This is an optimization exercise on Yosys and OpenROAD, whose aim is small area, a short achievable clock period and few clock cycles, not a production implementation. In this exercise RTL edits were held to simulation tests only and were not proved equivalent to the original. No activity file was given, so power comes from the tool's default toggle rates.

run a:
Design graph_depth_first_search_core, start of the top module:
module graph_depth_first_search_core (
   input  wire logic                clock,
   input  wire logic                reset,
   input  wire logic                req_valid,
   output      logic                req_ready,
   input  wire logic [OP_W-1:0]     req_opcode,
   input  wire logic [VERTEX_W-1:0] req_vertex_a,
   input  wire logic [VERTEX_W-1:0] req_vertex_b,
   output      logic                rsp_valid,
   input  wire logic                rsp_ready,
   output      logic [VERTEX_W-1:0] rsp_vertex_out,
   output      logic                rsp_last_of_run,
   output      logic [STATUS_W-1:0] rsp_status,
   input  wire logic                csr_valid,
   output      logic                csr_ready,
   input  wire logic [CFG_W-1:0]    csr_vertex_count
);
Settings: LEC_CHECK=0, CAP_MARGIN=20, CORE_MARGIN=2, CORE_UTILIZATION=40, CTS_CLUSTER_DIAMETER=100, CTS_CLUSTER_SIZE=20, SETUP_SLACK_MARGIN=5, SLEW_MARGIN=20, TNS_END_PERCENT=100; clock period 10.0 ns.
run.sh (not shown) runs the stock make flow with config.mk's settings and CLKGATE_MAP_FILE= SYNTH_SCRIPT=/design/flow/synth_recipe.tcl, a recipe that flattens the netlist after the stock synthesis.
Testbench counts of run a, summed over its fixed seeds: cycles 12,069.
Edits applied to the flow inputs when going from run a to run b:
Settings: CTS_CLUSTER_SIZE: 20 -> 30; ABC_AREA: unset -> 1.
[summary]
Core utilization in run b is 2.5 points below run a.
[run b vs run a] number of diodes added for antenna fixing: lower in run b
Delta (run b minus run a): internal power consumption grew by 2.2%, overall power consumption grew by 15%, layout overhead on the synthesized area shrank by 6.1 points.


== run B ==
Starting RTL as in the previous note.
clock: 10.0 ns
lec_check: 0
abc_area: 1
cap_margin: 20
core_margin: 2
core_utilization: 40
cts_cluster_diameter: 100
cts_cluster_size: 30
setup_slack_margin: 5
slew_margin: 20
tns_end_percent: 20
Testbench counts of run B, summed over its fixed seeds: cycles 12,069.
### run B -> run E
- TNS_END_PERCENT now 100, was 20
==> flow/flow/run.sh (new file) <==
#!/bin/bash
set -euo pipefail
sed 's/"\${@:-finish}"/SETUP_SLACK_MARGIN=6 "${@:-finish}"/' standard.sh > standard_margin.sh
grep -q 'SETUP_SLACK_MARGIN=6' standard_margin.sh
bash standard_margin.sh > layout.log 2>&1
==> flow/standard.sh (new file) <==
#!/bin/bash
# synth_recipe.tcl (not shown) runs the flow's synth.tcl, then flattens the netlist and writes it again
# the make line also repeats each setting of config.mk as NAME=value (left out here)
make -C /OpenROAD-flow-scripts/flow DESIGN_CONFIG=/design/flow/config.mk WORK_HOME=/design/flow/orfs CLKGATE_MAP_FILE= SYNTH_SCRIPT=/design/flow/synth_recipe.tcl "${@:-finish}"
removed: flow/run.sh
==> run notes <==
Run E vs run B, destination of the critical timing path: curv_oh[8] vs curv_oh[14]. Run B reports its slowest cell on the critical path as nor2_1 while run E reports edfxtp_1. Going from run B to run E, via count of the first global-routing pass +1713; clock-cell share of area now sits lower; net switching fraction of the power now sits higher. The period utilization number comes out higher for run B vs run E. From run B to run E the numbers moved as follows: maximum frequency went up by 13 MHz, combinational cell fraction of total power up 8.2 points, pre-CTS setup slack now larger. Run B reports its top layer used by detailed routing as met4 while run E reports met5.


graph_depth_first_search_core again, from the RTL that the note above started with.
export LEC_CHECK = 0
export ABC_AREA = 1
export CAP_MARGIN = 20
export CORE_MARGIN = 2
export CORE_UTILIZATION = 40
export CTS_CLUSTER_DIAMETER = 100
export CTS_CLUSTER_SIZE = 20
export SETUP_SLACK_MARGIN = 4.5
export SLEW_MARGIN = 20
export TNS_END_PERCENT = 100
create_clock -name core_clock -period 10.0 [get_ports {clock}]
Stock flow here: none of the scripts above is used.
Testbench counts at the start, summed over its fixed seeds: cycles 12,069.
Then changed:
--- a/flow/config.mk
+++ b/flow/config.mk
@@ -11,5 +11,5 @@
 export CORE_UTILIZATION = 40
-export CTS_CLUSTER_DIAMETER = 100
-export CTS_CLUSTER_SIZE = 20
-export SETUP_SLACK_MARGIN = 4.5
+export CTS_CLUSTER_DIAMETER = 150
+export CTS_CLUSTER_SIZE = 25
+export SETUP_SLACK_MARGIN = 5
 export SLEW_MARGIN = 20
What happened: Non-clock buffer count came out higher by 34; design area came out higher slightly; die area does not change; wire length came out higher slightly; total power came out lower slightly; synthesized cell count stays the same; core utilization came out higher by 0.35 points; clock skew came out higher by 0.015 ns; setup slack improves by 0.39 ns; final cell count came out higher slightly; combinational power came out higher by a few percent.

## re-timing with driven ports
In the flow no input, the clock included, has a driving cell. The finished layouts below were timed again as built, in two steps. Step 1: set_driving_cell puts a clkbuf_16 on clock and a buf_2 on each other input, an assumption about the parent block. Step 2 adds t to the input delays and takes it off the output delays; t is the mean of the earliest and latest rising clock arrival at the registers after step 1. Input paths then give back, and output paths get back, about the clock's delay inside the block. Three values: ideal ports, drivers, drivers and shift; two values: the first two.
| run | t, ns | slack for setup (ns) | clock arrival spread, ns |
|---|---|---|---|
| run a of note 1 | 0.670 | 4.483 / 4.483 / 4.306 | 0.094 / 0.094 |
| run b of note 1 | 0.678 | 5.104 / 5.104 / 4.869 | 0.052 / 0.051 |
| run B of note 2 | 0.682 | 5.083 / 5.083 / 4.864 | 0.055 / 0.055 |
| run E of note 2 | 0.680 | 5.387 / 5.387 / 5.134 | 0.055 / 0.055 |
| the first run of note 3 | 0.696 | 4.723 / 4.723 / 4.723 | 0.034 / 0.034 |
| the second run of note 3 | 0.674 | 5.113 / 5.113 / 4.856 | 0.048 / 0.048 |
After both steps setup and hold are still met in every run listed. The setup slack of the second run of note 3, which loses most, moves by 0.000 ns with the drivers and by -0.257 ns with both steps.
